This design comes from an exercise in tuning for small area on the open sky130 flow, not from production work.
Only simulation tests tie the RTL to the original design; equivalence was not proved.
No driver is modelled on the clock port, so clocking that relies on it looks cheaper here than on a real chip.
Power figures rest on the tool's default switching activity, not on a simulated workload.

==> flow/design.v (excerpt) <==
module mips_multicycle_core #(
  parameter int unsigned ADDR_W   = 10,
  parameter logic [31:0] RESET_PC = 32'h0000_0000,
  parameter int unsigned CNT_W    = 32
) (
  input  logic              clk,
  input  logic              rst,
  output logic              mem_req,
  output logic              mem_we,
  output logic [ADDR_W-1:0] mem_addr,
  output logic [31:0]       mem_wdata,
  input  logic [31:0]       mem_rdata,
  input  logic              mem_ready,
  input  logic [4:0]        dbg_reg_addr,
  output logic [31:0]       dbg_reg_data,
  output logic [31:0]       pc_out,
  output logic              halted,
  output logic [CNT_W-1:0]  instr_count
);
==> flow/config.mk <==
export PLATFORM = sky130hd
export DESIGN_NAME = mips_multicycle_core
export DESIGN_NICKNAME = mips_multicycle_core
export VERILOG_FILES = /design/flow/design.v
export SDC_FILE = /design/flow/constraint.sdc
export NUM_CORES = 4
export LEC_CHECK = 0
export CAP_MARGIN = 20
export CORE_MARGIN = 2
export CORE_UTILIZATION = 65
export CTS_BUF_LIST = sky130_fd_sc_hd__clkbuf_8
export CTS_CLUSTER_DIAMETER = 60
export CTS_CLUSTER_SIZE = 14
export PLACE_DENSITY = 0.75
export SLEW_MARGIN = 20
export SYNTH_HIERARCHICAL = 1
export SYNTH_MINIMUM_KEEP_SIZE = 0
==> flow/constraint.sdc <==
create_clock -name core_clock -period 10.0 [get_ports {clk}]
set_input_delay 2.0000 -clock core_clock [delete_from_list [all_inputs] [get_ports {clk}]]
set_output_delay 2.0000 -clock core_clock [all_outputs]
set_load 0.01 [all_outputs]
standard.sh (not shown) runs the stock make flow with config.mk's settings and CLKGATE_MAP_FILE= SYNTH_SCRIPT=/design/flow/synth_recipe.tcl, a recipe that flattens the netlist after the stock synthesis.
==> flow/flow/run.sh <==
#!/bin/bash
set -e
export BUFFER_PORTS_ARGS="-buffer_cell sky130_fd_sc_hd__buf_1"
export CTS_ARGS="-sink_clustering_enable -repair_clock_nets -dont_use_dummy_load -sink_clustering_size 18 -sink_clustering_max_diameter 60 -buf_list sky130_fd_sc_hd__clkbuf_8"
bash standard.sh cts > standard_cts.log 2>&1
openroad -no_init -exit flow/resize.tcl > resize.log 2>&1
bash standard.sh > standard_finish.log 2>&1
Other scripts of this flow, unchanged in this note and not shown: flow/flow/downsize.tcl, flow/flow/resize.tcl
Then changed:
--- a/flow/design.v
+++ b/flow/design.v
@@ -21,20 +21,16 @@
     mmc_ao22n u_ao2 (.s(sel[31:30]), .d({d[32*31+i], d[32*30+i]}), .yn(yn[10]));
     mmc_nand11 u_or (.a(yn), .y(y[i]));
   end
 endmodule
 module mmc_rwbit (input logic t, input logic c, input logic w, input logic wr,
                   output logic d, output logic co);
   assign co = t & c;
   assign d  = wr ? w : (t ^ c);
-endmodule
-module mmc_accsel (input logic [2:0] s, input logic m, input logic r, input logic n,
-                   output logic y);
-  assign y = (s[0] & m) | (s[1] & r) | (s[2] & n);
 endmodule
 module mips_multicycle_core #(
   parameter int unsigned ADDR_W   = 10,
   parameter logic [31:0] RESET_PC = 32'h0000_0000,
   parameter int unsigned CNT_W    = 32
 ) (
   input  logic              clk,
   input  logic              rst,
@@ -172,90 +168,79 @@
     cc <= cr[0] & cin;
   end
   always_ff @(posedge clk) begin
     if (rst) begin
       state    <= S_CLR;
       q        <= '0;
       pcinc_p  <= 1'b0;
       cntinc_p <= 1'b0;
+      acc      <= mm;             
     end else begin
       q <= q + 5'd1;
       if (inc_pc)  pcinc_p  <= 1'b0;
       if (q == 5'd0) cntinc_p <= 1'b0;
       case (state)
         S_CLR: if (at_end) state <= S_FETCH0;
-        S_FETCH0: if (!pcinc_p && !cntinc_p) state <= S_FETCH;
+        S_FETCH0: if (!pcinc_p && !cntinc_p) begin
+          acc   <= mm;
+          state <= S_FETCH;
+        end
         S_FETCH: if (mem_ready) begin
           ir      <= mem_rdata;
           pcinc_p <= 1'b1;
           state   <= S_DEC;
         end
         S_DEC: begin
           if (!legal) state <= S_HALT1;
           else if (is_j) begin
             cntinc_p <= 1'b1;
             state    <= S_PCW;
           end else begin
+            acc    <= mm;
             cy     <= (is_r && (f_sub || f_slt)) || is_beq;
             pcpass <= 1'b0;
             if (at_end) begin
               cntinc_p <= 1'b1;
               state    <= S_SH;
             end
           end
         end
         S_PCW: if (!pcinc_p) begin
+          acc    <= mm;
           cy     <= 1'b0;
           pcpass <= 1'b1;
           if (at_end) state <= S_SH;
         end
         S_SH: begin
+          acc <= {res, acc[31:1]};
           cy  <= cnext;
           if (last) begin
             if (pcpass)      state <= S_WB;
             else if (is_mem) state <= S_MEM;
             else if (is_beq) state <= cnext ? S_PCW : S_FETCH0;
             else             state <= S_WB;
           end
         end
         S_WB: if (tskip || q == tslot) state <= S_FETCH0;
         S_MEM: if (mem_ready) begin
-          if (is_lw) state <= S_WB;
-          else state <= S_FETCH0;
-        end
-        S_HALT1: if (!pcinc_p) state <= S_HALT2;
+          if (is_lw) begin
+            acc   <= mem_rdata;
+            state <= S_WB;
+          end else state <= S_FETCH0;
+        end
+        S_HALT1: if (!pcinc_p) begin
+          acc   <= mm;
+          state <= S_HALT2;
+        end
         S_HALT2: if (q == 5'd31) state <= S_HALT;
         default: ;
       endcase
     end
   end
-  logic        acc_mm, acc_mem, acc_sh;
-  logic [31:0] acc_nx;
-  always_comb begin
-    acc_mm  = 1'b0;
-    acc_mem = 1'b0;
-    acc_sh  = 1'b0;
-    if (rst) acc_mm = 1'b1;
-    else case (state)
-      S_FETCH0: acc_mm = !pcinc_p && !cntinc_p;
-      S_DEC:    acc_mm = legal && !is_j;
-      S_PCW:    acc_mm = !pcinc_p;
-      S_HALT1:  acc_mm = !pcinc_p;
-      S_SH:     acc_sh = 1'b1;
-      S_MEM:    acc_mem = mem_ready && is_lw;
-      default: ;
-    endcase
-  end
-  for (genvar i = 0; i < 32; i++) begin : g_acc
-    mmc_accsel u_sel (.s({acc_sh, acc_mem, acc_mm}), .m(mm[i]), .r(mem_rdata[i]),
-                      .n((i == 31) ? res : acc[(i + 1) % 32]), .y(acc_nx[i]));
-  end
-  always_ff @(posedge clk)
-    if (acc_mm || acc_mem || acc_sh) acc <= acc_nx;
   assign mem_req      = fetch_go || (state == S_MEM);
   assign mem_we       = (state == S_MEM) && is_sw;
   assign mem_addr     = acc[ADDR_W+1:2];
   assign mem_wdata    = mm;
   assign dbg_reg_data = mm;
   assign pc_out       = acc;
   assign halted       = (state == S_HALT);
   assign instr_count  = CNT_W'(cr);
Result:
- The new run completed with no timing, DRC or antenna violations
- worst setup slack gets worse by 0.16 ns
- via count grows by 0.43%
- first-iteration DRC count shrinks by 6.4%
- area after synthesis grows by 0.38%
- cell area barely changes
- die area grows by 0.38%
- global-route usage shrinks by 1.1 points
- sequential share of layout area hardly moves
- hold slack gets better by 0.0083 ns
- sequential power grows by 3.9%
- count of clock-buffer cells in the layout is unchanged

-- what the ideal ports hide --
The flow's constraints put no driver on any port. The routed layouts listed below were extracted and timed again, unchanged, in two steps. Step 1, drivers: a clkbuf_16 drives clk and a buf_2 each remaining input, both assumed. Step 2, shift: input delay + t, output delay - t, t = (earliest + latest rising clock arrival at the registers) / 2. This alone moves slack from input paths to output paths. Slacks: ideal / step 1 / step 2; pairs: ideal / step 1.
| run | shift t [ns] | setup WS [ns] | hold WS [ns] | clock arrival spread, ns | worst slew at a driven data input, ns |
|---|---|---|---|---|---|
| the first run | 0.735 | 0.743 / 0.737 / 0.049 | 0.315 / 0.315 / 0.315 | 0.087 / 0.088 | 0.13 |
| the second run | 0.734 | 0.579 / 0.525 / 0.462 | 0.324 / 0.324 / 0.324 | 0.066 / 0.067 | 0.08 |
After both steps setup and hold are still met in every run listed. For the first run, which loses most, drivers alone change the setup slack by -0.006 ns; drivers and shift together by -0.694 ns.
